Source: an optimization exercise on an open RTL-to-GDS flow (aim: small area). Production flows keep margins and buffers that such runs may drop.
Where RTL was checked, it was by simulation tests only, not by an equivalence proof against the original.
Only the layout flow was run in runs 1 and 4; the RTL was not checked for function there.
No activity file was given, so power comes from the tool's default toggle rates. The flow treats the clock pin as an ideal source, which a real chip does not have.

**config.mk**
```make
export PLATFORM = sky130hd
export DESIGN_NAME = sha1_core
export DESIGN_NICKNAME = sha1_core
export VERILOG_FILES = /design/flow/design.v
export SDC_FILE = /design/flow/constraint.sdc
export NUM_CORES = 4
export LEC_CHECK = 0
export CAP_MARGIN = 20
export CORE_ASPECT_RATIO = 1.5
export CORE_MARGIN = 2
export CORE_UTILIZATION = 66
export SLEW_MARGIN = 20
```
**standard.sh**
```bash
#!/bin/bash
# synth_recipe.tcl (not shown) runs the flow's synth.tcl, then flattens the netlist and writes it again
# the make line also repeats each setting of config.mk as NAME=value (left out here)
make -C /OpenROAD-flow-scripts/flow DESIGN_CONFIG=/design/flow/config.mk WORK_HOME=/design/flow/orfs CLKGATE_MAP_FILE= SYNTH_SCRIPT=/design/flow/synth_recipe.tcl "${@:-finish}"
```
**constraint.sdc**
```tcl
create_clock -name core_clock -period 10.0 [get_ports {clk}]
set_input_delay 2.0000 -clock core_clock [delete_from_list [all_inputs] [get_ports {clk}]]
set_output_delay 2.0000 -clock core_clock [all_outputs]
set_load 0.01 [all_outputs]
```
**design.v**
```verilog
`default_nettype none
`timescale 1ns/10ps
module sha1_core (
	input  logic           clk,
	input  logic           reset,
	input  logic           start,
	input  logic [511:0]   block,
	output logic           busy,
	output logic           done,
	output logic [159:0]   hash
);
	localparam logic [31:0] iv0 = 32'h67452301;
	localparam logic [31:0] iv1 = 32'hEFCDAB89;
	localparam logic [31:0] iv2 = 32'h98BADCFE;
	localparam logic [31:0] iv3 = 32'h10325476;
	localparam logic [31:0] iv4 = 32'hC3D2E1F0;
	localparam logic [31:0] k0  = 32'h5A827999;
	localparam logic [31:0] k1  = 32'h6ED9EBA1;
	localparam logic [31:0] k2  = 32'h8F1BBCDC;
	localparam logic [31:0] k3  = 32'hCA62C1D6;
	localparam logic [2:0] ph_load = 3'd7;
	logic         accept;
	logic         j;
	logic [4:0]   sub;
	logic [2:0]   ph;
	logic         pseudo;
	logic         pre;
	logic         post;
	logic         wrap;
	logic         last;
	assign accept = start & ~busy;
	assign pseudo = ph[2];
	assign pre    = ph[2] & ph[0];
	assign post   = ph[2] & ~ph[0];
	assign wrap   = pseudo ? (sub == 5'd4) : (sub == 5'd19);
	assign last   = post & wrap & j;
	always_ff @(posedge clk)
	begin
		if (accept)
		begin
			j   <= 1'b0;
			sub <= 5'd0;
			ph  <= ph_load;
		end
		else
		begin
			j <= ~j;
			if (j)
			begin
				sub <= wrap ? 5'd0 : sub + 5'd1;
				ph  <= wrap ? ph + 3'd1 : ph;
			end
		end
	end
	always_ff @(posedge clk)
	begin
		if (reset)
		begin
			busy <= 1'b0;
			done <= 1'b0;
		end
		else
		begin
			done <= busy & last;
			if (accept)
				busy <= 1'b1;
			else if (last)
				busy <= 1'b0;
		end
	end
	logic        e_rot;
	logic        e_unrot;
	logic        expand;
	logic [1:0]  grp;
	logic [31:0] kw;
	logic [15:0] kd;
	assign grp     = ph[1:0];
	assign expand  = ~ph[2] & (ph[1] | ph[0] | sub[4]);
	assign e_unrot = post & (sub[2] | (sub[1] & sub[0]));
	assign e_rot   = ~pre & ~e_unrot;
	always_comb
	begin
		if (pseudo)
			case (sub[2:0])
				3'd0:    kw = pre ? {iv4[29:0], iv4[31:30]} : iv4;
				3'd1:    kw = pre ? {iv3[29:0], iv3[31:30]} : iv3;
				3'd2:    kw = pre ? {iv2[29:0], iv2[31:30]} : iv2;
				3'd3:    kw = iv1;
				default: kw = iv0;
			endcase
		else
			case (grp)
				2'd0:    kw = k0;
				2'd1:    kw = k1;
				2'd2:    kw = k2;
				default: kw = k3;
			endcase
	end
	assign kd = j ? kw[31:16] : kw[15:0];
	logic [161:0] ws;
	logic [15:0]  dg [0:9];
	logic [1:0]   d10;
	always_comb
	begin
		for (int i = 0; i < 10; i++)
			dg[i] = ws[159 - 16*i -: 16];
	end
	assign d10 = ws[161:160];
	logic [15:0] op_a;
	logic [15:0] op_b;
	logic [15:0] op_c;
	logic [15:0] op_d;
	logic [15:0] op_e;
	logic [15:0] op_f;
	logic [15:0] op_w;
	logic [15:0] t_d;
	assign op_a = {dg[1][10:0], j ? dg[2][15:11] : dg[0][15:11]};
	assign op_b = dg[3];
	assign op_c = {j ? dg[6][1:0] : dg[4][1:0], dg[5][15:2]};
	assign op_d = {j ? dg[8][1:0] : dg[6][1:0], dg[7][15:2]};
	always_comb
	begin
		if (e_rot)
			op_e = {j ? d10 : dg[8][1:0], dg[9][15:2]};
		else if (e_unrot)
			op_e = dg[9];
		else
			op_e = 16'd0;
	end
	always_comb
	begin
		case (grp)
			2'd0:    op_f = (op_b & op_c) | (~op_b & op_d);
			2'd2:    op_f = (op_b & op_c) | (op_b & op_d) | (op_c & op_d);
			default: op_f = op_b ^ op_c ^ op_d;
		endcase
	end
	logic [511:0] ss;
	logic [15:0]  sd [0:31];
	logic         pol;
	logic [15:0]  xb;
	logic         xtop;
	logic         xsave;
	logic [15:0]  wx;
	logic [15:0]  ring_in;
	logic [15:0]  wd;
	always_comb
	begin
		for (int i = 0; i < 32; i++)
			sd[i] = ss[16*i +: 16];
	end
	assign pol = ~j;
	assign xb   = sd[5] ^ sd[15] ^ sd[27] ^ sd[31];
	assign xtop = j ? xsave : (sd[4][15] ^ sd[14][15] ^ sd[26][15] ^ sd[30][15]);
	assign wx   = {xb[14:0], xtop};
	assign ring_in = expand ? (wx ^ {16{pol}}) : sd[31];
	assign wd      = ring_in ^ {16{pol}};
	assign op_w    = wd;
	always_ff @(posedge clk)
		xsave <= xb[15];
	logic [511:0] ss_load;
	always_comb
	begin
		for (int k = 0; k < 16; k++)
		begin
			ss_load[16*((53 - 2*k) % 32) +: 16] = block[(15 - k)*32 +: 16];
			ss_load[16*((52 - 2*k) % 32) +: 16] = block[(15 - k)*32 + 16 +: 16];
		end
	end
	always_ff @(posedge clk)
		ss <= ~(({512{~accept}} | ss_load) & ({512{~busy}} | {ss[495:0], ring_in}));
	logic [3:0]  cy;
	logic [3:0]  cin;
	logic [15:0] s1, c1, s2, c2, s3, c3;
	logic [16:0] rc;
	assign cin = j ? cy : 4'd0;
	logic [15:0] s1g, c1g;
	always_comb for (int i = 0; i < 16; i++) {c1[i], s1[i]} = {1'b0, op_a[i]} + {1'b0, op_f[i]} + {1'b0, op_w[i]};
	assign s1g = pseudo ? 16'd0 : s1;
	assign c1g = pseudo ? 16'd0 : c1;
	logic [15:0] c1s;
	assign c1s = {c1g[14:0], cin[0]};
	always_comb for (int i = 0; i < 16; i++) {c2[i], s2[i]} = {1'b0, s1g[i]} + {1'b0, c1s[i]} + {1'b0, op_e[i]};
	logic [15:0] c2s;
	assign c2s = {c2[14:0], cin[1]};
	always_comb for (int i = 0; i < 16; i++) {c3[i], s3[i]} = {1'b0, s2[i]} + {1'b0, c2s[i]} + {1'b0, kd[i]};
	logic [15:0] c3s;
	assign c3s = {c3[14:0], cin[2]};
	always_comb
	begin
		rc[0] = cin[3];
		for (int i = 0; i < 16; i++)
		begin
			{rc[i + 1], t_d[i]} = {1'b0, s3[i]} + {1'b0, c3s[i]} + {1'b0, rc[i]};
		end
	end
	always_ff @(posedge clk)
	begin
		cy <= {rc[16], c3[15], c2[15], c1g[15]};
		ws <= {ws[1:0], t_d, ws[159:16]};
	end
	assign hash = ws[159:0];
endmodule
`default_nettype wire
```
**flow/run.sh**
```bash
#!/bin/bash
# Standard layout, with plain buf_1 cells as the port buffers and a clock
# tree of larger sink clusters without dummy loads.
set -euo pipefail
export BUFFER_PORTS_ARGS="-buffer_cell sky130_fd_sc_hd__buf_1"
export CTS_ARGS="$(cat flow/cts_args.txt)"
bash standard.sh > standard_flow.log 2>&1
```
**flow/cts_args.txt**
```
-sink_clustering_enable -repair_clock_nets -dont_use_dummy_load -sink_clustering_size 30 -sink_clustering_max_diameter 200 -buf_list sky130_fd_sc_hd__clkbuf_16
```
==> flow_metrics.tcl, run 1 <==
set metrics [dict create \
    status "aborted with a tool error" \
    haltStage "I/O pin placement" \
    error "[ERROR PPL-0024] Number of IO pins (677) exceeds maximum number of available positions (662). Increase the die perimeter from 768.78um to 920.72um." \
    synth_area_leader_cell "dfxtp_1" \
    syn-cell-area_um2 22400 \
    yosysSeqAreaShare_pct 61.6 \
    synth_top_cell_area_share_pct 61.6 \
    netlist-cell-type-count 67 \
    synth_top_family_by_area "compound AO/OA/AOI/OAI gates" \
    synthTopCellsByArea "dfxtp_1 62%, o22ai_1 14%, fa_1 7.1%" \
    yosys_most_used_dff "dfxtp_1" \
    synth_fa_ha_area_share_pct 7.75 \
    synth_common_cells "690 x dfxtp_1, 503 x o22ai_1, 81 x buf_2, 80 x fa_1, 72 x nand2_1" \
    chipWidth_um 155 \
    synthXorXnorAreaFrac_pct 2.78 \
    synthMostInstantiatedCell "dfxtp_1" \
    synth-warning-count 3 \
    synth_edf_count 0 \
    syn-num-nets 2504 \
    synthSimpleGateAreaFrac_pct 3.80 \
    synth_compound_area_share_pct 17.9 \
    rows 82 \
    avgSynthCellArea_um2 11.8 \
    synthMuxAreaShare_pct 2.17 \
    async_reset_ff_share_pct 0 \
    syn_inst 1898 \
    die_h_um 230 \
    synth_seq_cells 690 \
    initial_core_util_pct 67.1 \
]
## kinds of logic after synthesis
family / count (synthesis)
flops: 690
compound gates: 626
buf+inv: 201
simple gates: 176
fa+ha+maj: 91
xor+xnor: 68
mux: 46
==> inputs of run 2 (changes only) <==
--- a/design.v
+++ b/design.v
@@ -168,7 +168,12 @@
 		end
 	end
 	always_ff @(posedge clk)
-		ss <= ~(({512{~accept}} | ss_load) & ({512{~busy}} | {ss[495:0], ring_in}));
+	begin
+		if (accept)
+			ss <= ~ss_load;
+		else
+			ss <= ~{ss[495:0], ring_in};
+	end
 	logic [3:0]  cy;
 	logic [3:0]  cin;
 	logic [15:0] s1, c1, s2, c2, s3, c3;
==> flow_metrics.tcl, run 2 <==
set metrics [dict create \
    drtPass1Iterations 6 \
    reg.largest.list "ss: 512 flops, ws: 162 flops, sub: 5 flops" \
    drv_cap 0 \
    setup_viol 0 \
    rows 85 \
    hp-class "flip-flop to flip-flop" \
    clk_path_buf_depth 3 \
    internal-power_mw 4.60 \
    crit_type "flip-flop to flip-flop" \
    final_area_um2 27700 \
    clkTransAtPathRegs_ps 120 \
    drt-met1-wl_um 25800 \
    synth_top_cell_area_share_pct 57.6 \
    gp_congestion 0.954 \
    drc 0 \
    clk_latency_ps 600 \
    largest_register "ss" \
    dieArea_um2 37900 \
    vias 16200 \
    mostFrequentLayoutCells "688 x dfxtp_1, 676 x buf_1, 515 x mux2i_1, 77 x fa_1, 62 x nand2_1" \
    antenna_found_initial 21 \
    groute.usage.overall_pct 38.1 \
    htreeDepth 1 \
    core-area_um2 35800 \
    period_needed_ps 9660 \
    required_ps 10560 \
    synth_seq_cells 690 \
    status "complete, no violations" \
    grt_pass1_vias 16504 \
    ctsHoldBuffers 0 \
    max_slew_margin_pct 29.7 \
    critPathMostFrequentCell "fa_1" \
    worstPathArrival_ps 10220 \
    critPathLaunchType "flip-flop" \
    cp-end-kind "flip-flop" \
    syn-cell-area_um2 24000 \
    grt_setup_unrepaired "no" \
    wl_met2_um 38000 \
    syn_inst 1821 \
    post-route-util_pct 77.2 \
    synth_edf_count 0 \
    wl_per_cell_um 25.4 \
    maxSlewViolCount 0 \
    die_h_um 238 \
    placed_area_um2 26900 \
    largest_register_ff_count 512 \
    final_common_cell "dfxtp_1" \
    syn-num-nets 2427 \
    overflow 0 \
    cp_slowest_stage_delay_ps 540 \
    ir_worst_vdd_v 0.000225 \
    pwr-share-comb_pct 25.6 \
    chipWidth_um 160 \
    hpwlAfterDp_um 61400 \
    synth_area_leader_cell "dfxtp_1" \
    p_switching_mw 2.35 \
    io-pin-count 677 \
    synth-warning-count 3 \
    grt_first_pass_wirelength_um 105000 \
    clock_sinks 690 \
    swShare_pct 33.8 \
    async_reset_ff_share_pct 0 \
    netlist-cell-type-count 57 \
    leakage_nw 11.3 \
    io_buffer_count 676 \
    synthMostInstantiatedCell "dfxtp_1" \
    syn2layout_area_growth_pct 15.3 \
    layout-drive-gt1-share_pct 4.23 \
    cts_made_buffers 26 \
    finalSetupTns_ps 0 \
    grt_max_degree 156 \
    top_layer_used "met5" \
    clockRootBuffer "clkbuf_16" \
    fin_nets 3068 \
    wl_met3_um 6050 \
    initial_core_util_pct 67.0 \
    vias_per_cell 5.48 \
    path_buf_inv 4 \
    synth_common_cells "690 x dfxtp_1, 515 x mux2i_1, 80 x fa_1, 62 x nand2_1, 61 x buf_2" \
    hold_violations 0 \
    pwr-share-clk_pct 18.2 \
    avgSynthCellArea_um2 13.2 \
    power.density_nw_per_um2 251 \
    power_frac_seq_pct 56.2 \
    ant_nets 0 \
    path_delay_family "adder cells" \
    max_freq_ghz 0.103 \
    cp_slowest_cell "fa_1" \
    fin_skew_ps 18.9 \
    yosysSeqAreaShare_pct 57.6 \
    drt_wl_total_um 75100 \
    tritoncts "built" \
    nFillCells 2449 \
    tightest_slew_ps 1050 \
    drt_iter0_markers 1272 \
    yosys_most_used_dff "dfxtp_1" \
    post-route-period-util_pct 96.6 \
    critPathMaxFanout 3 \
    synthTopCellsByArea "dfxtp_1 58%, mux2i_1 21%, fa_1 6.7%" \
]
==> run 2: cell types whose count changed after synthesis, moves of 8 or more <==
cell,previous run,this run
o22ai_1,503,3
nand2_1,72,62
mux2i_1,24,515
xnor2_1,62,42
o32a_1,14,0
xor2_1,4,20
xnor3_1,2,10
o21a_1,1,12
buf_1,10,2
clkbuf_1,48,21
buf_2,81,61
and3_1,14,22
nor2_1,39,31
==> run 2: cell type report <==
| type | count | area [um2] | area share (%) |
|---|---|---|---|
| multi-input combinational | 989 | 9600 | 34.7 |
| antenna | 16 | 40.0 | 0.145 |
| timing repair buffer | 706 | 2780 | 10.0 |
| sequential | 690 | 13800 | 49.9 |
| clock buffer | 26 | 651 | 2.35 |
| tap | 478 | 598 | 2.16 |
| inverter | 49 | 184 | 0.665 |
==> run 2: worst paths after layout <==
kind / start / endpoint / slack, ps / cells after the start
worst min register to register: ws[90] / ws[74] / 360 / 0
worst max-delay path: ph[0] / ws[159] / 340 / 29
worst min-delay path: ws[90] / ws[74] / 360 / 0
worst max register to register: ph[0] / ws[159] / 340 / 29
==> run 2: per-layer routing <==
layer  GRT usage [%]  vias up
met5               0        -
met4            23.1        2
met3            9.70      186
met2            67.2      783
met1            41.0     7749
li1                -     7480
==> run 2: cell families after synthesis <==
| family | count (synthesis) | synth area share (%) |
|---|---|---|
| and+or+nand+nor | 167 | 3.48 |
| muxes | 534 | 22.4 |
| buffers and inverters | 142 | 2.70 |
| AOI/OAI and AO/OA | 125 | 3.44 |
| DFF | 690 | 57.6 |
| adders and majority gates | 91 | 7.25 |
| xor gates and xnor gates | 72 | 3.20 |
==> run 2: what timing repair did <==
item                                    in CTS  in global routing
setup buffers                                0                  1
endpoints found under the setup margin       0                  2
resized for setup                            0                 13
==> run 2: power groups by stage <==
| stage | registers, mW | clock network [mW] | logic (mW) |
|---|---|---|---|
| 2_1_floorplan | 3.84 | 0 | 0.925 |
| 6_report | 3.91 | 1.26 | 1.78 |
| 3_3_place_gp | 3.91 | 0 | 1.71 |
| 5_1_grt | 3.94 | 1.35 | 1.92 |
| 3_5_place_dp | 3.94 | 0 | 1.74 |
| 4_1_cts | 3.88 | 1.27 | 1.76 |
==> run 2: stage by stage <==
step	total power, mW	std cells	worst slack [ps]	hold WS, ps
finish	6.95	2954	338	357
global route	7.21	2953	36.9	361
CTS	6.91	2937	38.7	357
detailed placement	5.68	2911	75.5	337
global placement	5.62	2911	254	333
floorplan	4.77	1821	42.1	382
==> inputs of run 3 (changes only) <==
==> flow/cts_args.txt (replaced) <==
-sink_clustering_enable -repair_clock_nets -dont_use_dummy_load -sink_clustering_size 16 -sink_clustering_max_diameter 150 -buf_list sky130_fd_sc_hd__clkbuf_8
==> flow_metrics.tcl, run 3 <==
set metrics [dict create \
    clkTransAtPathRegs_ps 110 \
    syn2layout_area_growth_pct 15.4 \
    cp-end-kind "flip-flop" \
    nFillCells 2448 \
    gp_congestion 0.954 \
    core-area_um2 35800 \
    drv_cap 0 \
    dieArea_um2 37900 \
    ir_worst_vdd_v 0.000187 \
    ant_nets 0 \
    crit_type "flip-flop to flip-flop" \
    ctsHoldBuffers 0 \
    leakage_nw 11.3 \
    hpwlAfterDp_um 61400 \
    pwr-share-comb_pct 25.6 \
    antenna_found_initial 22 \
    largest_register "ss" \
    period_needed_ps 9690 \
    hold_start "ws[142]" \
    largest_register_ff_count 512 \
    synthMostInstantiatedCell "dfxtp_1" \
    swShare_pct 34.1 \
    synth-warning-count 3 \
    fin_nets 3091 \
    layoutNonFillerInstCount 2976 \
    clockRootBuffer "clkbuf_8" \
    grt_max_degree 156 \
    synth_top_cell_area_share_pct 57.6 \
    syn-num-nets 2427 \
    cp_slowest_cell "fa_1" \
    critPathLaunchType "flip-flop" \
    drtPass1Iterations 8 \
    critPathMostFrequentCell "fa_1" \
    worstReg2RegStart "ph[1]" \
    maxSlewViolCount 0 \
    mostFrequentLayoutCells "687 x dfxtp_1, 676 x buf_1, 515 x mux2i_1, 78 x fa_1, 62 x nand2_1" \
    power_frac_seq_pct 56.3 \
    clk_latency_ps 620 \
    groute.usage.overall_pct 38.4 \
    place_inst 2911 \
    finalSetupTns_ps 0 \
    status "complete, no violations" \
    total_power_mw 6.94 \
    yosys_most_used_dff "dfxtp_1" \
    drt_wl_total_um 75200 \
    initial_core_util_pct 67.0 \
    io_buffer_count 676 \
    max_freq_ghz 0.103 \
    avgSynthCellArea_um2 13.2 \
    dpl_worst_slack_ps 75.5 \
    drc 0 \
    layout-drive-gt1-share_pct 5.11 \
    chipWidth_um 160 \
    hold_depth 0 \
    critPathMaxFanout 3 \
    p_switching_mw 2.37 \
    required_ps 10580 \
    synth_area_leader_cell "dfxtp_1" \
    clk_path_buf_depth 3 \
    critical_path.startpoint "ph[1]" \
    tightest_slew_ps 1050 \
    clock_sinks 690 \
    grt_first_pass_wirelength_um 105000 \
    reg.largest.list "ss: 512 flops, ws: 162 flops, sub: 5 flops" \
    async_reset_ff_share_pct 0 \
    power.density_nw_per_um2 251 \
    io-pin-count 677 \
    max_slew_margin_pct 30.1 \
    synth_common_cells "690 x dfxtp_1, 515 x mux2i_1, 80 x fa_1, 62 x nand2_1, 61 x buf_2" \
    setup_viol 0 \
    synth_edf_count 0 \
    synthTopCellsByArea "dfxtp_1 58%, mux2i_1 21%, fa_1 6.7%" \
    internal-power_mw 4.57 \
    die_h_um 238 \
    hold_violations 0 \
    tritoncts "built" \
    vias_per_cell 5.51 \
    fin_skew_ps 64.7 \
    syn_inst 1821 \
    grt_setup_unrepaired "no" \
    reg2regPathDepth 29 \
    whs_ps 345 \
    wl_per_cell_um 25.3 \
    synth_seq_cells 690 \
    yosysSeqAreaShare_pct 57.6 \
    hp-class "flip-flop to flip-flop" \
    pwr-share-clk_pct 18.1 \
    grt_pass1_vias 16713 \
    cp_slowest_stage_delay_ps 540 \
    rows 85 \
    final_common_cell "dfxtp_1" \
    drt_iter0_markers 1302 \
    syn-cell-area_um2 24000 \
    cts_made_buffers 49 \
    worstPathArrival_ps 10270 \
    vias 16392 \
    final.setup.worst_slack_ps 309 \
    htreeDepth 2 \
    netlist-cell-type-count 57 \
    overflow 0 \
    post-route-period-util_pct 96.9 \
]
run 3: cell count changes in the layout (fill, tap and decap cells not counted), sizes merged:
cell,change
diode,-1
clkbuf,+23
run 3: through the flow:
stage	area, um2	utilization (%)
2_1_floorplan	24000	-
3_3_place_gp	26900	75.1
3_5_place_dp	26900	75.1
4_1_cts	27600	77.0
5_1_grt	27700	77.2
6_report	27700	77.3
run 3: final timing paths:
kind	end	slack [ps]
max	ws[159]	310
min	ws[126]	340
max reg2reg	ws[159]	310
min reg2reg	ws[126]	340
run 3: final cells by class:
cell class	instances	area [um2]	share of cell area, %
antenna	15	37.5	0.136
clock buffer	49	674	2.44
inverter	49	184	0.664
multi-input combinational	989	9600	34.7
sequential	690	13800	49.9
tap	478	598	2.16
timing repair buffer	706	2780	10.0
run 3: metal layers:
layer | track usage (%) | routed length [um] | part of all wire (%) | vias up
met3 | 10.7 | 6310 | 8.4 | 218
met4 | 22.8 | 4850 | 6.5 | 6
met2 | 68.1 | 38300 | 51 | 858
li1 | - | - | - | 7531
met5 | 0 | 41 | 0.055 | -
met1 | 40.8 | 25700 | 34 | 7779
run 3: power by group through the flow:
stage	logic, mW	registers [mW]	clock network [mW]
finish	1.78	3.91	1.26
global route	1.92	3.94	1.35
CTS	1.76	3.88	1.26
detailed placement	1.74	3.94	0
global placement	1.71	3.91	0
floorplan	0.925	3.84	0
run 3: cells by family after synthesis:
| group | Yosys count | share of synthesized area (%) |
|---|---|---|
| simple gates | 167 | 3.48 |
| buf+inv | 142 | 2.70 |
| flops | 690 | 57.6 |
| mux | 534 | 22.4 |
| xor+xnor | 72 | 3.20 |
| compound gates | 125 | 3.44 |
| fa+ha+maj | 91 | 7.25 |
run 3: timing repair:
item | CTS | global route
setup endpoints to repair | 0 | 2
buffers inserted | 0 | 1
gates resized for setup | 0 | 13
run 3: worst max-delay path: cells and delay by family, from the launching register on:
| family | cells | cell delay, ps |
|---|---|---|
| AND/OR/NAND/NOR | 2 | 390 |
| flip-flops | 1 | 330 |
| adder cells (fa/ha/maj) | 20 | 8090 |
| AO/OA/AOI/OAI | 3 | 530 |
| buffers and inverters | 4 | 300 |
==> inputs of run 4 (changes only) <==
--- a/design.v
+++ b/design.v
@@ -36,7 +36,7 @@
 	assign last   = post & wrap & j;
 	always_ff @(posedge clk)
 	begin
-		if (accept)
+		if (!busy)
 		begin
 			j   <= 1'b0;
 			sub <= 5'd0;
@@ -127,14 +127,15 @@
 		else
 			op_e = 16'd0;
 	end
-	always_comb
-	begin
-		case (grp)
-			2'd0:    op_f = (op_b & op_c) | (~op_b & op_d);
-			2'd2:    op_f = (op_b & op_c) | (op_b & op_d) | (op_c & op_d);
-			default: op_f = op_b ^ op_c ^ op_d;
-		endcase
-	end
+	logic f_ch;
+	logic f_maj;
+	logic f_par;
+	assign f_ch  = (grp == 2'd0);
+	assign f_maj = (grp == 2'd2);
+	assign f_par = grp[0];
+	assign op_f = ({16{f_ch}} & ((op_b & op_c) | (~op_b & op_d)))
+		| ({16{f_maj}} & ((op_b & op_c) | (op_b & op_d) | (op_c & op_d)))
+		| ({16{f_par}} & (op_b ^ op_c ^ op_d));
 	logic [511:0] ss;
 	logic [15:0]  sd [0:31];
 	logic         pol;
@@ -153,7 +154,7 @@
 	assign xb   = sd[5] ^ sd[15] ^ sd[27] ^ sd[31];
 	assign xtop = j ? xsave : (sd[4][15] ^ sd[14][15] ^ sd[26][15] ^ sd[30][15]);
 	assign wx   = {xb[14:0], xtop};
-	assign ring_in = expand ? (wx ^ {16{pol}}) : sd[31];
+	assign ring_in = ({16{expand}} & (wx ^ {16{pol}})) | ({16{~expand}} & sd[31]);
 	assign wd      = ring_in ^ {16{pol}};
 	assign op_w    = wd;
 	always_ff @(posedge clk)
@@ -168,12 +169,7 @@
 		end
 	end
 	always_ff @(posedge clk)
-	begin
-		if (accept)
-			ss <= ~ss_load;
-		else
-			ss <= ~{ss[495:0], ring_in};
-	end
+		ss <= ~(({512{~accept}} | ss_load) & ({512{~busy}} | {ss[495:0], ring_in}));
 	logic [3:0]  cy;
 	logic [3:0]  cin;
 	logic [15:0] s1, c1, s2, c2, s3, c3;
==> flow/cts_args.txt (replaced) <==
-sink_clustering_enable -repair_clock_nets -dont_use_dummy_load -sink_clustering_size 30 -sink_clustering_max_diameter 200 -buf_list sky130_fd_sc_hd__clkbuf_16
--- a/config.mk
+++ b/config.mk
@@ -6,7 +6,6 @@
 export NUM_CORES = 4
 export LEC_CHECK = 0
 export CAP_MARGIN = 20
-export CORE_ASPECT_RATIO = 1.5
 export CORE_MARGIN = 2
-export CORE_UTILIZATION = 66
+export CORE_UTILIZATION = 52
 export SLEW_MARGIN = 20
==> flow_metrics.tcl, run 4 <==
set metrics [dict create \
    syn-cell-area_um2 22500 \
    drt_iter0_markers 1493 \
    chipWidth_um 212 \
    synth-warning-count 3 \
    path_delay_family "adder cells" \
    fin_nets 3070 \
    max_freq_ghz 0.104 \
    gp_congestion 0.916 \
    reg2reg_setup_slack_ps 370 \
    drc 0 \
    vias_per_cell 5.55 \
    yosys_most_used_dff "dfxtp_1" \
    final_area_um2 26000 \
    post-route-period-util_pct 96.3 \
    final.setup.worst_slack_ps 367 \
    hpwlAfterDp_um 58600 \
    clock_sinks 690 \
    status "complete, no violations" \
    internal-power_mw 3.82 \
    cts_made_buffers 26 \
    dpl_worst_slack_ps -52.3 \
    synthTopCellsByArea "dfxtp_1 61%, o22ai_1 14%, fa_1 7.1%" \
    grt_pass1_vias 16292 \
    tritoncts "built" \
    initial_core_util_pct 52.4 \
    cp_slowest_cell "fa_1" \
    largest_register "ss" \
    layout-drive-gt1-share_pct 4.71 \
    core-area_um2 42900 \
    overflow 0 \
    grt_first_pass_wirelength_um 105000 \
    largest_register_ff_count 512 \
    yosysSeqAreaShare_pct 61.5 \
    swShare_pct 26.5 \
    synth_edf_count 0 \
    antenna_found_initial 36 \
    cp-end-kind "flip-flop" \
    pwr-share-clk_pct 24.5 \
    groute.usage.overall_pct 32.2 \
    clk_path_buf_depth 3 \
    syn-num-nets 2484 \
    die_h_um 212 \
    total_power_mw 5.20 \
    syn2layout_area_growth_pct 15.7 \
    syn_inst 1877 \
    crit_type "flip-flop to flip-flop" \
    final_common_cell "dfxtp_1" \
    avgSynthCellArea_um2 12.0 \
    whs_ps 345 \
    placed_area_um2 25200 \
    synth_seq_cells 690 \
    required_ps 10540 \
    mostFrequentLayoutCells "688 x dfxtp_1, 676 x buf_1, 502 x o22ai_1, 73 x fa_1, 59 x nand2_1" \
    dieArea_um2 44900 \
    path_buf_inv 4 \
    io_buffer_count 676 \
    grt_max_degree 259 \
    io-pin-count 677 \
    grt_setup_unrepaired "no" \
    rows 76 \
    drtPass1Iterations 5 \
    synth_top_cell_area_share_pct 61.5 \
    hold_violations 0 \
    worstPathArrival_ps 10170 \
    pwr-share-comb_pct 13.5 \
    power_frac_seq_pct 62.0 \
    maxSlewViolCount 0 \
    netlist-cell-type-count 69 \
    period_needed_ps 9630 \
    finalSetupTns_ps 0 \
    clockRootBuffer "clkbuf_16" \
    hp-class "flip-flop to flip-flop" \
    fin_skew_ps 56.9 \
    critPathLaunchType "flip-flop" \
    htreeDepth 1 \
    ir_worst_vdd_v 0.000160 \
    critPathMaxFanout 4 \
    wl_per_cell_um 24.6 \
    tightest_slew_ps 1190 \
    clk_latency_ps 630 \
    critPathMostFrequentCell "fa_1" \
    async_reset_ff_share_pct 0 \
    reg.largest.list "ss: 512 flops, ws: 162 flops, sub: 5 flops" \
    ctsHoldBuffers 0 \
    cp_slowest_stage_delay_ps 550 \
    synthMostInstantiatedCell "dfxtp_1" \
    max_slew_margin_pct 20.4 \
    vias 17034 \
    ant_nets 0 \
    synth_common_cells "690 x dfxtp_1, 502 x o22ai_1, 119 x buf_2, 80 x fa_1, 60 x nand2_1" \
    clkTransAtPathRegs_ps 120 \
    drv_cap 0 \
    cts_setup_buffers 0 \
    p_switching_mw 1.38 \
    synth_area_leader_cell "dfxtp_1" \
    drt_wl_total_um 75400 \
    leakage_nw 9.66 \
    setup_viol 0 \
    power.density_nw_per_um2 200 \
]
[run 4: cell count changes after synthesis, moves of 11 or more]
cell / before / now
o22ai_1: 3 / 502
a222oi_1: 0 / 14
o21a_1: 12 / 1
a22oi_1: 13 / 2
xnor2_1: 42 / 56
xor2_1: 20 / 6
buf_2: 61 / 119
mux2i_1: 515 / 21
o32a_1: 0 / 13
[run 4: power groups by stage]
stage	logic, mW	registers [mW]	clock network, mW
floorplan	0.422	3.23	0
global placement	0.688	3.28	0
CTS	0.700	3.22	1.29
global route	0.767	3.25	1.37
finish	0.701	3.22	1.27
detailed placement	0.693	3.28	0
[run 4: path summary, 6_finish.rpt]
| path | start | end | cells after the start |
|---|---|---|---|
| min reg2reg | ws[80] | ws[64] | 0 |
| max reg2reg | ph[1] | ws[159] | 29 |
| min | ws[80] | ws[64] | 0 |
| max | ph[1] | ws[159] | 29 |
[run 4: logic make-up after synthesis]
logic type | after synthesis | synth area share, %
AOI/OAI and AO/OA | 621 | 17.8
xor gates and xnor gates | 68 | 2.94
adders and majority gates | 92 | 7.80
buffers and inverters | 205 | 4.31
DFF | 690 | 61.5
muxes | 43 | 2.04
and+or+nand+nor | 158 | 3.66
[run 4: final cells by class]
| class | count | area [um2] |
|---|---|---|
| Antenna cell | 23 | 57.6 |
| Clock buffer | 26 | 651 |
| Fill cell | 3734 | 16900 |
| Inverter | 58 | 225 |
| Multi-Input combinational cell | 982 | 7720 |
| Sequential cell | 690 | 13800 |
| Tap cell | 585 | 732 |
| Timing Repair Buffer | 705 | 2790 |
[run 4: repair_timing]
item | 4_1_cts | 5_1_grt
hold endpoints to repair | 0 | 0
endpoints found under the setup margin | 1 | 1
resized for setup | 3 | 4
[run 4: layer usage]
metal | vias up | share of wire (%) | track usage (%)
met5 | - | 0.23 | 0
met4 | 26 | 2.8 | 11.6
met3 | 120 | 8.3 | 9.60
met2 | 631 | 49 | 53.1
met1 | 8226 | 40 | 40.2
li1 | 8031 | - | -
[run 4: through the flow]
stage	std cells	utilization, %
after floorplan	1877	-
after global placement	3020	58.9
after detailed placement	3020	58.9
after CTS	3046	60.4
after global routing	3062	60.6
final	3069	60.6
==> inputs of run 5 (changes only) <==
--- a/design.v
+++ b/design.v
@@ -36,7 +36,7 @@
 	assign last   = post & wrap & j;
 	always_ff @(posedge clk)
 	begin
-		if (!busy)
+		if (accept)
 		begin
 			j   <= 1'b0;
 			sub <= 5'd0;
@@ -154,7 +154,7 @@
 	assign xb   = sd[5] ^ sd[15] ^ sd[27] ^ sd[31];
 	assign xtop = j ? xsave : (sd[4][15] ^ sd[14][15] ^ sd[26][15] ^ sd[30][15]);
 	assign wx   = {xb[14:0], xtop};
-	assign ring_in = ({16{expand}} & (wx ^ {16{pol}})) | ({16{~expand}} & sd[31]);
+	assign ring_in = expand ? (wx ^ {16{pol}}) : sd[31];
 	assign wd      = ring_in ^ {16{pol}};
 	assign op_w    = wd;
 	always_ff @(posedge clk)
--- a/config.mk
+++ b/config.mk
@@ -8,4 +8,5 @@
 export CAP_MARGIN = 20
 export CORE_MARGIN = 2
 export CORE_UTILIZATION = 52
+export PLACE_DENSITY = 0.75
 export SLEW_MARGIN = 20
==> flow_metrics.tcl, run 5 <==
set metrics [dict create \
    status "complete, no violations" \
    drtPass1Iterations 5 \
    maxSlewViolCount 0 \
    antenna_found_initial 21 \
    critPathMostFrequentCell "fa_1" \
    drv_cap 0 \
    period_needed_ps 9620 \
    grt_pass1_vias 17005 \
    chipWidth_um 211 \
    hpwlAfterDp_um 61600 \
    syn_inst 1873 \
    tightest_slew_ps 1070 \
    grt_setup_unrepaired "no" \
    min_to "ws[70]" \
    hp-class "flip-flop to flip-flop" \
    synth_top_cell_area_share_pct 61.8 \
    reg2reg_setup_slack_ps 380 \
    reg2regPathDepth 29 \
    drt_wl_total_um 78800 \
    synthMostInstantiatedCell "dfxtp_1" \
    netlist-cell-type-count 62 \
    io_buffer_count 676 \
    place_inst 2971 \
    largest_register_ff_count 512 \
    syn2layout_area_growth_pct 16.0 \
    hold_depth 0 \
    critPathLaunchType "flip-flop" \
    ctsHoldBuffers 0 \
    post-route-period-util_pct 96.2 \
    avgSynthCellArea_um2 11.9 \
    groute.usage.overall_pct 33.9 \
    post_cts_resized 0 \
    mostFrequentLayoutCells "687 x dfxtp_1, 676 x buf_1, 503 x o22ai_1, 75 x fa_1, 61 x xnor2_1" \
    clkTransAtPathRegs_ps 120 \
    async_reset_ff_share_pct 0 \
    total_power_mw 6.69 \
    clk_latency_ps 630 \
    max_freq_ghz 0.104 \
    vias_per_cell 5.77 \
    syn-num-nets 2480 \
    layoutNonFillerInstCount 3015 \
    power.density_nw_per_um2 258 \
    synth_seq_cells 690 \
    final_common_cell "dfxtp_1" \
    ant_nets 0 \
    critPathMaxFanout 6 \
    rows 75 \
    setup_viol 0 \
    fin_skew_ps 74.8 \
    cp_slowest_cell "fa_1" \
    reg.largest.list "ss: 512 flops, ws: 162 flops, sub: 5 flops" \
    finalSetupTns_ps 0 \
    drt_iter0_markers 1552 \
    ir_worst_vdd_v 0.000186 \
    syn-cell-area_um2 22300 \
    crit_type "flip-flop to flip-flop" \
    fin_nets 3068 \
    vias 17386 \
    clock_sinks 690 \
    synth_edf_count 0 \
    die_h_um 211 \
    largest_register "ss" \
    gp_congestion 0.989 \
    synth-warning-count 3 \
    grt_first_pass_wirelength_um 110000 \
    worstReg2RegStart "ph[1]" \
    tritoncts "built" \
    synth_common_cells "690 x dfxtp_1, 503 x o22ai_1, 83 x buf_2, 80 x fa_1, 61 x xnor2_1" \
    yosys_most_used_dff "dfxtp_1" \
    hold_start "ws[86]" \
    io-pin-count 677 \
    cts_made_buffers 26 \
    worstPathArrival_ps 10140 \
    leakage_nw 9.76 \
    required_ps 10520 \
    initial_core_util_pct 52.9 \
    htreeDepth 1 \
    layout-drive-gt1-share_pct 4.72 \
    cts_setup_buffers 0 \
    dieArea_um2 44600 \
    yosysSeqAreaShare_pct 61.8 \
    grt_max_degree 230 \
    max_slew_margin_pct 28.9 \
    whs_ps 354 \
    cp-end-kind "flip-flop" \
    drc 0 \
    synth_area_leader_cell "dfxtp_1" \
    wl_per_cell_um 26.1 \
    overflow 0 \
    core-area_um2 42200 \
    clk_path_buf_depth 3 \
    nFillCells 3546 \
    rr_endpoint "ws[159]" \
    synthTopCellsByArea "dfxtp_1 62%, o22ai_1 14%, fa_1 7.2%" \
    hold_violations 0 \
    clockRootBuffer "clkbuf_16" \
    cp_slowest_stage_delay_ps 540 \
]
## run 5: stage by stage
stage / worst slack, ps / instance area (um2) / util [%]
after floorplan: 12.9 / 22400 / -
after global placement: 107 / 25200 / 59.6
after detailed placement: 57.3 / 25200 / 59.6
after CTS: 13.4 / 25800 / 61.1
after global routing: 46.8 / 25900 / 61.4
final: 383 / 25900 / 61.4
## run 5: worst max-delay path: cells and delay by family (launching register included)
kind / cells / cell delay, ps
DFF: 1 / 340
buffers and inverters: 5 / 430
and+or+nand+nor: 1 / 300
adders and majority gates: 20 / 7980
AOI/OAI and AO/OA: 1 / 140
muxes: 2 / 350
## run 5: final cells by class
class                      count  area (um2)  share of cell area, %
antenna                       17        42.5                  0.164
clock buffer                  26         651                   2.51
inverter                      58         228                  0.878
multi-input combinational    976        7690                   29.6
sequential                   690       13800                   53.3
tap                          539         674                   2.60
timing repair buffer         709        2830                   10.9
## run 5: layer usage
metal | track usage [%] | wire length [um]
met1 | 42.1 | 30900
met2 | 57.7 | 38600
met3 | 8.47 | 6610
met4 | 11.4 | 2680
met5 | 0 | 57
## run 5: worst max-delay path by stage
stage,startpoint,endpoint,slack [ps]
2_1_floorplan,ph[0],ws[159],10
3_3_place_gp,ph[1],ws[159],110
3_5_place_dp,ph[1],ws[159],60
4_1_cts,ph[1],ws[159],10
5_1_grt,ph[1],ws[159],50
6_report,ph[1],ws[159],380
## run 5: where the power goes
part	total [mW]	internal [mW]	leakage, nW	switching [mW]
sequential	3.73	3.28	5.79	0.447
clock	1.27	0.470	0.321	0.801
combinational	1.69	0.689	3.65	0.999
total	6.69	4.44	9.76	2.25
## run 5: logic make-up after synthesis
kind of cell,share of synthesized area (%)
AO/OA/AOI/OAI,17.9
multiplexers,2.16
adder cells (fa/ha/maj),7.84
buffers and inverters,4.04
XOR/XNOR,2.89
AND/OR/NAND/NOR,3.31
flip-flops,61.8
==> inputs of run 6 (changes only) <==
--- a/config.mk
+++ b/config.mk
@@ -8,5 +8,5 @@
 export CAP_MARGIN = 20
 export CORE_MARGIN = 2
 export CORE_UTILIZATION = 52
-export PLACE_DENSITY = 0.75
+export PLACE_DENSITY = 0.9
 export SLEW_MARGIN = 20
==> flow_metrics.tcl, run 6 <==
set metrics [dict create \
    status "complete, no violations" \
    final_area_um2 25900 \
    synth_edf_count 0 \
    io_buffer_count 676 \
    avgSynthCellArea_um2 11.9 \
    grt_pass1_vias 17081 \
    maxSlewViolCount 0 \
    ff_latch_area_um2 13800 \
    tritoncts "built" \
    layoutNonFillerInstCount 3016 \
    initial_core_util_pct 52.9 \
    p_switching_mw 2.27 \
    rows 75 \
    antenna_found_initial 18 \
    reg.largest.list "ss: 512 flops, ws: 162 flops, sub: 5 flops" \
    groute.usage.overall_pct 35.1 \
    grt_max_degree 155 \
    die_h_um 211 \
    grt_first_pass_wirelength_um 113000 \
    synth_common_cells "690 x dfxtp_1, 503 x o22ai_1, 83 x buf_2, 80 x fa_1, 61 x xnor2_1" \
    async_reset_ff_share_pct 0 \
    gp_congestion 1.04 \
    hold_depth 0 \
    rr_endpoint "ws[159]" \
    path_delay_family "adder cells" \
    nFillCells 3499 \
    synth_area_leader_cell "dfxtp_1" \
    drt_wl_total_um 81100 \
    ctsHoldBuffers 0 \
    multi_input_area_um2 7670 \
    chipWidth_um 211 \
    power_frac_seq_pct 55.5 \
    period_needed_ps 9620 \
    cp-end-kind "flip-flop" \
    post-route-period-util_pct 96.2 \
    synthMostInstantiatedCell "dfxtp_1" \
    htreeDepth 1 \
    cp_slowest_stage_delay_ps 540 \
    vias 17586 \
    clock_sinks 690 \
    worstPathArrival_ps 10160 \
    hpwlAfterDp_um 64000 \
    path_buf_inv 5 \
    critPathMaxFanout 2 \
    largest_register_ff_count 512 \
    yosysSeqAreaShare_pct 61.8 \
    synth_top_cell_area_share_pct 61.8 \
    setup_viol 0 \
    ant_nets 0 \
    final_common_cell "dfxtp_1" \
    mostFrequentLayoutCells "688 x dfxtp_1, 676 x buf_1, 503 x o22ai_1, 73 x fa_1, 61 x xnor2_1" \
    pwr-share-comb_pct 25.5 \
    hold_start "ws[144]" \
    reg2reg_setup_slack_ps 380 \
    layout-drive-gt1-share_pct 4.95 \
    hp-class "flip-flop to flip-flop" \
    max_slew_margin_pct 31.7 \
    syn2layout_area_growth_pct 15.9 \
    clkTransAtPathRegs_ps 120 \
    syn-num-nets 2480 \
    grt_setup_unrepaired "no" \
    finalSetupTns_ps 0 \
    place_inst 2978 \
    critPathLaunchType "flip-flop" \
    fin_skew_ps 44.5 \
    clk_latency_ps 620 \
    worstReg2RegStart "ph[1]" \
    drtPass1Iterations 5 \
    synth_seq_cells 690 \
    hold_violations 0 \
    cp_slowest_cell "fa_1" \
    internal-power_mw 4.45 \
    dieArea_um2 44600 \
    largest_register "ss" \
    min_to "ws[128]" \
    io-pin-count 677 \
    drc 0 \
    cts_setup_buffers 0 \
    max_freq_ghz 0.104 \
    yosys_most_used_dff "dfxtp_1" \
    pwr-share-clk_pct 19.0 \
    vias_per_cell 5.83 \
    swShare_pct 33.8 \
    clk_path_buf_depth 3 \
    syn_inst 1873 \
    leakage_nw 9.76 \
    reg2regPathDepth 29 \
    clockRootBuffer "clkbuf_16" \
    synth-warning-count 3 \
    required_ps 10540 \
    cts_made_buffers 26 \
    power.density_nw_per_um2 260 \
    dpl_worst_slack_ps 26.4 \
    wl_per_cell_um 26.9 \
    core-area_um2 42200 \
    critPathMostFrequentCell "fa_1" \
    netlist-cell-type-count 62 \
    syn-cell-area_um2 22300 \
    drv_cap 0 \
    drt_iter0_markers 1704 \
    overflow 0 \
    synthTopCellsByArea "dfxtp_1 62%, o22ai_1 14%, fa_1 7.2%" \
    crit_type "flip-flop to flip-flop" \
    final.setup.worst_slack_ps 380 \
    critical_path.startpoint "ph[1]" \
    tightest_slew_ps 1020 \
    fin_nets 3074 \
    placed_area_um2 25200 \
    ir_worst_vdd_v 0.000178 \
]
## run 6: cell families (layout without fill, tap and decap cells)
group	after synthesis	count (layout)	synth area share, %
xor+xnor	69	69	2.89
compound gates	624	624	17.9
buf+inv	207	799	4.04
flops	690	690	61.8
fa+ha+maj	92	92	7.84
mux	45	45	2.16
other cells	0	12	0
simple gates	146	146	3.31
## run 6: worst max-delay path by stage
| stage | cells past startpoint | endpoint |
|---|---|---|
| 2_1_floorplan | 30 | ws[159] |
| 6_report | 29 | ws[159] |
| 5_1_grt | 29 | ws[159] |
| 3_3_place_gp | 29 | ws[159] |
| 3_5_place_dp | 30 | ws[159] |
| 4_1_cts | 30 | ws[159] |
## run 6: routing by layer
metal / vias up / share of wire [%] / GRT usage (%)
li1: 8028 / - / -
met1: 8540 / 40 / 45.1
met2: 847 / 47 / 58.2
met3: 159 / 8.0 / 7.03
met4: 12 / 4.5 / 14.1
met5: - / 0.099 / 0.222
## run 6: layout make-up
class,count,area share (%)
sequential,690,53.3
multi-input combinational,976,29.6
tap,539,2.60
clock buffer,26,2.51
antenna,12,0.116
timing repair buffer,715,11.0
inverter,58,0.879
## run 6: per-stage QoR
stage                     power, mW  hold slack [ps]  utilization [%]
after floorplan                4.61              382                -
after global placement         5.43              334             59.7
after detailed placement       5.47              335             59.7
after CTS                      6.71              344             61.2
after global routing           7.02              354             61.3
final                          6.73              350             61.3
## run 6: what timing repair did
item,4_1_cts,5_1_grt
cloned,0,0
resized for setup,1,8
endpoints found under the hold margin,0,0
setup endpoints to repair,1,2
## run 6: power groups by stage
stage	clock, mW	combinational [mW]	sequential, mW
2_1_floorplan	0	0.884	3.72
3_3_place_gp	0	1.68	3.76
3_5_place_dp	0	1.69	3.78
4_1_cts	1.28	1.70	3.72
5_1_grt	1.37	1.88	3.77
6_report	1.28	1.72	3.73
==> inputs of run 7 (changes only) <==
--- a/config.mk
+++ b/config.mk
@@ -8,5 +8,4 @@
 export CAP_MARGIN = 20
 export CORE_MARGIN = 2
 export CORE_UTILIZATION = 52
-export PLACE_DENSITY = 0.9
 export SLEW_MARGIN = 20
==> flow_metrics.tcl, run 7 <==
set metrics [dict create \
    status "complete, no violations" \
    power.density_nw_per_um2 257 \
    reg.largest.list "ss: 512 flops, ws: 162 flops, sub: 5 flops" \
    hp-class "flip-flop to flip-flop" \
    vias_per_cell 5.64 \
    chipWidth_um 211 \
    mostFrequentLayoutCells "688 x dfxtp_1, 676 x buf_1, 503 x o22ai_1, 72 x fa_1, 61 x xnor2_1" \
    synth_edf_count 0 \
    drt_iter0_markers 1708 \
    critPathMaxFanout 6 \
    setup_viol 0 \
    clock_sinks 690 \
    core-area_um2 42200 \
    max_freq_ghz 0.104 \
    antenna_found_initial 23 \
    internal-power_mw 4.45 \
    period_needed_ps 9620 \
    drv_cap 0 \
    htreeDepth 1 \
    ant_nets 0 \
    die_h_um 211 \
    power_frac_seq_pct 55.7 \
    swShare_pct 33.0 \
    tritoncts "built" \
    vias 16991 \
    clkTransAtPathRegs_ps 110 \
    syn-num-nets 2480 \
    initial_core_util_pct 52.9 \
    maxSlewViolCount 0 \
    ctsHoldBuffers 0 \
    final.setup.worst_slack_ps 383 \
    cts_made_buffers 26 \
    final_area_um2 25900 \
    syn2layout_area_growth_pct 15.8 \
    grt_max_degree 212 \
    async_reset_ff_share_pct 0 \
    synth_area_leader_cell "dfxtp_1" \
    syn-cell-area_um2 22300 \
    clk_path_buf_depth 3 \
    drt_wl_total_um 76000 \
    synthTopCellsByArea "dfxtp_1 62%, o22ai_1 14%, fa_1 7.2%" \
    max_slew_margin_pct 20.2 \
    fin_skew_ps 59.5 \
    clk_latency_ps 620 \
    tightest_slew_ps 1200 \
    groute.usage.overall_pct 32.5 \
    cp-end-kind "flip-flop" \
    grt_setup_unrepaired "no" \
    p_switching_mw 2.20 \
    hpwlAfterDp_um 58900 \
    cp_slowest_cell "fa_1" \
    cp_slowest_stage_delay_ps 550 \
    final_common_cell "dfxtp_1" \
    io_buffer_count 676 \
    wl_per_cell_um 25.2 \
    gp_congestion 0.923 \
    yosysSeqAreaShare_pct 61.8 \
    clockRootBuffer "clkbuf_16" \
    overflow 0 \
    drtPass1Iterations 6 \
    pwr-share-comb_pct 25.3 \
    crit_type "flip-flop to flip-flop" \
    largest_register "ss" \
    netlist-cell-type-count 62 \
    yosys_most_used_dff "dfxtp_1" \
    grt_pass1_vias 16462 \
    synthMostInstantiatedCell "dfxtp_1" \
    critPathMostFrequentCell "fa_1" \
    hold_violations 0 \
    worstPathArrival_ps 10190 \
    dpl_worst_slack_ps -56.6 \
    whs_ps 318 \
    syn_inst 1873 \
    largest_register_ff_count 512 \
    drc 0 \
    leakage_nw 9.74 \
    critPathLaunchType "flip-flop" \
    grt_first_pass_wirelength_um 106000 \
    dieArea_um2 44600 \
    io-pin-count 677 \
    fin_nets 3067 \
    post-route-period-util_pct 96.2 \
    synth-warning-count 3 \
    ir_worst_vdd_v 0.000219 \
    placed_area_um2 25200 \
    avgSynthCellArea_um2 11.9 \
    required_ps 10570 \
    pwr-share-clk_pct 19.0 \
    rows 75 \
    total_power_mw 6.65 \
    synth_seq_cells 690 \
    synth_common_cells "690 x dfxtp_1, 503 x o22ai_1, 83 x buf_2, 80 x fa_1, 61 x xnor2_1" \
    reg2reg_setup_slack_ps 380 \
    layout-drive-gt1-share_pct 4.72 \
    synth_top_cell_area_share_pct 61.8 \
]
[run 7: cell counts after synthesis]
Identical to the previous run, type by type.
[run 7: what timing repair did]
action	in CTS	in global routing
resized for setup	2	7
setup endpoints to repair	1	2
buffers inserted	0	0
[run 7: worst paths after layout]
kind,start,end,depth (start not counted)
setup / recovery,ph[1],ws[159],30
hold / removal,ws[62],ws[46],0
setup reg to reg,ph[1],ws[159],30
hold reg to reg,ws[62],ws[46],0
[run 7: cell type report]
cell class | instances | area (um2)
Inverter | 58 | 228
Sequential cell | 690 | 13800
Tap cell | 539 | 674
Timing Repair Buffer | 708 | 2800
Clock buffer | 26 | 651
Antenna cell | 14 | 35.0
Fill cell | 3669 | 16300
Multi-Input combinational cell | 976 | 7670
[run 7: cells by family (layout without fill, tap and decap cells)]
logic type	count (synthesis)	count (layout)	synth area share (%)
multiplexers	45	45	2.16
AO/OA/AOI/OAI	624	624	17.9
XOR/XNOR	69	69	2.89
other	0	14	0
AND/OR/NAND/NOR	146	146	3.31
adder cells (fa/ha/maj)	92	92	7.84
flip-flops	690	690	61.8
buffers and inverters	207	792	4.04
[run 7: per-layer routing]
layer	vias up	track usage, %	share of wire (%)
li1	8008	-	-
met1	8246	42.8	41
met2	624	54.4	48
met3	99	6.82	7.5
met4	14	8.86	2.6
met5	-	0	0.14
[run 7: metrics by stage]
stage / setup TNS [ps] / cells / util (%)
after CTS: 0 / 2997 / 61.2
after global routing: 0 / 3006 / 61.3
after floorplan: 0 / 1873 / -
after global placement: 0 / 2971 / 59.6
final: 0 / 3011 / 61.3
after detailed placement: -56.6 / 2971 / 59.6
[run 7: worst max-delay path: cells and delay by family (launching register included)]
kind	cells	cell delay, ps
AOI/OAI and AO/OA	1	130
muxes	2	330
DFF	1	350
buffers and inverters	6	600
adders and majority gates	20	7880
and+or+nand+nor	1	300
[run 7: power by group through the flow]
stage	Clock, mW	Combinational [mW]	Sequential, mW
finish	1.27	1.68	3.71
CTS	1.29	1.68	3.70
detailed placement	0	1.66	3.76
global route	1.38	1.86	3.75
global placement	0	1.66	3.75
floorplan	0	0.884	3.72
==> inputs of run 8 (changes only) <==
--- a/config.mk
+++ b/config.mk
@@ -5,7 +5,7 @@
 export SDC_FILE = /design/flow/constraint.sdc
 export NUM_CORES = 4
 export LEC_CHECK = 0
-export CAP_MARGIN = 20
+export CAP_MARGIN = 0
 export CORE_MARGIN = 2
 export CORE_UTILIZATION = 52
-export SLEW_MARGIN = 20
+export SLEW_MARGIN = 0
==> flow_metrics.tcl, run 8 <==
set metrics [dict create \
    grt_max_degree 212 \
    async_reset_ff_share_pct 0 \
    synthMostInstantiatedCell "dfxtp_1" \
    synthTopCellsByArea "dfxtp_1 62%, o22ai_1 14%, fa_1 7.2%" \
    largest_register "ss" \
    critPathMaxFanout 6 \
    max_slew_margin_pct 20.2 \
    placed_area_um2 25200 \
    cts_made_buffers 26 \
    drv_cap 0 \
    grt_setup_unrepaired "no" \
    syn-cell-area_um2 22300 \
    clock_sinks 690 \
    final_area_um2 25900 \
    worstPathArrival_ps 10190 \
    groute.usage.overall_pct 32.5 \
    avgSynthCellArea_um2 11.9 \
    ctsHoldBuffers 0 \
    chipWidth_um 211 \
    required_ps 10570 \
    max_freq_ghz 0.104 \
    leakage_nw 9.74 \
    tightest_slew_ps 1200 \
    yosysSeqAreaShare_pct 61.8 \
    nFillCells 3669 \
    die_h_um 211 \
    htreeDepth 1 \
    path_buf_inv 6 \
    gp_congestion 0.923 \
    reg.largest.list "ss: 512 flops, ws: 162 flops, sub: 5 flops" \
    place_inst 2971 \
    ff_latch_area_um2 13800 \
    dieArea_um2 44600 \
    vias 16991 \
    layoutNonFillerInstCount 3011 \
    cp-end-kind "flip-flop" \
    syn_inst 1873 \
    setup_viol 0 \
    power.density_nw_per_um2 257 \
    largest_register_ff_count 512 \
    total_power_mw 6.65 \
    hold_start "ws[62]" \
    post-route-period-util_pct 96.2 \
    busiest_layer "met2" \
    multi_input_area_um2 7670 \
    critical_path.startpoint "ph[1]" \
    path_delay_family "adder cells" \
    core-area_um2 42200 \
    yosys_most_used_dff "dfxtp_1" \
    vias_per_cell 5.64 \
    cts_setup_buffers 0 \
    critPathLaunchType "flip-flop" \
    tritoncts "built" \
    ant_nets 0 \
    wl_per_cell_um 25.2 \
    met3_usage_pct 6.82 \
    synth_area_leader_cell "dfxtp_1" \
    hold_violations 0 \
    synth-warning-count 3 \
    antenna_found_initial 23 \
    clk_latency_ps 620 \
    drt_wl_total_um 76000 \
    netlist-cell-type-count 62 \
    grt_pass1_vias 16462 \
    drtPass1Iterations 6 \
    cp_slowest_cell "fa_1" \
    maxSlewViolCount 0 \
    status "complete, no violations" \
    period_needed_ps 9620 \
    critPathMostFrequentCell "fa_1" \
    layout-drive-gt1-share_pct 4.72 \
    worstReg2RegStart "ph[1]" \
    overflow 0 \
    drt_iter0_markers 1708 \
    grt.met1_usage_pct 42.8 \
    synth_common_cells "690 x dfxtp_1, 503 x o22ai_1, 83 x buf_2, 80 x fa_1, 61 x xnor2_1" \
    hpwlAfterDp_um 58900 \
    io_buffer_count 676 \
    ir_worst_vdd_v 0.000219 \
    crit_type "flip-flop to flip-flop" \
    synth_edf_count 0 \
    synth_seq_cells 690 \
    syn2layout_area_growth_pct 15.8 \
    fin_nets 3067 \
    mostFrequentLayoutCells "688 x dfxtp_1, 676 x buf_1, 503 x o22ai_1, 72 x fa_1, 61 x xnor2_1" \
    fin_skew_ps 59.5 \
    initial_core_util_pct 52.9 \
    drc 0 \
    gr-usage-met2_pct 54.4 \
    synth_top_cell_area_share_pct 61.8 \
    whs_ps 318 \
    grt_first_pass_wirelength_um 106000 \
    syn-num-nets 2480 \
    hp-class "flip-flop to flip-flop" \
    clk_path_buf_depth 3 \
    clkTransAtPathRegs_ps 110 \
    rows 75 \
    io-pin-count 677 \
    final_common_cell "dfxtp_1" \
    clockRootBuffer "clkbuf_16" \
    cp_slowest_stage_delay_ps 550 \
]
-- run 8: cell counts in the layout (fill, tap and decap cells not counted) --
No cell type changed its count.
-- run 8: layer usage --
metal | share of wire (%) | up-vias
li1 | - | 8008
met1 | 41 | 8246
met2 | 48 | 624
met3 | 7.5 | 99
met4 | 2.6 | 14
met5 | 0.14 | -
-- run 8: worst register-to-register path: cells and delay by family, from the launching register on --
family	cells	cell delay (ps)
adders and majority gates	20	7880
and+or+nand+nor	1	300
DFF	1	350
AOI/OAI and AO/OA	1	130
buffers and inverters	6	600
muxes	2	330
-- run 8: worst paths after layout --
| kind | to | slack, ps | cells after the start |
|---|---|---|---|
| hold reg to reg | ws[46] | 320 | 0 |
| setup / recovery | ws[159] | 380 | 30 |
| setup reg to reg | ws[159] | 380 | 30 |
| hold / removal | ws[46] | 320 | 0 |
-- run 8: area by class of cell --
class                           count  share of cell area [%]
Tap cell                          539                    2.61
Inverter                           58                   0.880
Sequential cell                   690                    53.4
Timing Repair Buffer              708                    10.8
Multi-Input combinational cell    976                    29.6
Clock buffer                       26                    2.51
Antenna cell                       14                   0.135
-- run 8: kinds of logic (layout without fill, tap and decap cells) --
group | after synthesis | in the layout | share of synthesized area (%)
DFF | 690 | 690 | 61.8
AOI/OAI and AO/OA | 624 | 624 | 17.9
buffers and inverters | 207 | 792 | 4.04
and+or+nand+nor | 146 | 146 | 3.31
adders and majority gates | 92 | 92 | 7.84
xor gates and xnor gates | 69 | 69 | 2.89
muxes | 45 | 45 | 2.16
other | 0 | 14 | 0
-- run 8: per-stage QoR --
step,util [%],setup slack [ps],TNS [ps]
2_1_floorplan,-,12.9,0
3_3_place_gp,59.6,107,0
3_5_place_dp,59.6,-56.6,-56.6
4_1_cts,61.2,35.6,0
5_1_grt,61.3,47.0,0
6_report,61.3,383,0
-- run 8: report_power, final --
| group | switching [mW] | leakage (nW) | internal [mW] |
|---|---|---|---|
| clock network | 0.796 | 0.320 | 0.470 |
| registers | 0.425 | 5.79 | 3.28 |
| logic | 0.976 | 3.63 | 0.703 |
| total | 2.20 | 9.74 | 4.45 |
-- run 8: what timing repair did --
item	in CTS	in global routing
hold endpoints to repair	0	0
gates resized for setup	2	7
setup endpoints to repair	1	2

[port drivers added, routing unchanged]
No port has a modelled driver above. Below, the same layouts with a new extraction and two added sets of constraints. Step 1 sets driving cells, clkbuf_16 on the clock port and buf_2 on the other inputs (assumed; they add their load-dependent delay and slew). Step 2 times the ports against the registers' clock, not the clock port: input delays grow and output delays shrink by t, the midpoint of the rising clock arrivals with the driver on. a / b / c = ideal ports / drivers / drivers and shift; a / b = the first two.
run	shift t [ns]	slack for setup (ns)	hold WS [ns]	worst setup path at the end	cell pins on the clock port's net
run 2	0.647	0.338 / 0.338 / 0.338	0.357 / 0.357 / 0.357	register to register	1
run 3	0.649	0.309 / 0.309 / 0.309	0.345 / 0.345 / 0.345	register to register	1
run 4	0.660	0.367 / 0.367 / 0.367	0.345 / 0.345 / 0.345	register to register	1
run 5	0.652	0.383 / 0.383 / 0.383	0.354 / 0.354 / 0.354	register to register	1
run 6	0.653	0.380 / 0.380 / 0.380	0.350 / 0.350 / 0.350	register to register	1
run 7	0.639	0.383 / 0.383 / 0.383	0.318 / 0.318 / 0.318	register to register	1
run 8	0.639	0.383 / 0.383 / 0.383	0.318 / 0.318 / 0.318	register to register	1
After both steps setup and hold are still met in every run listed.
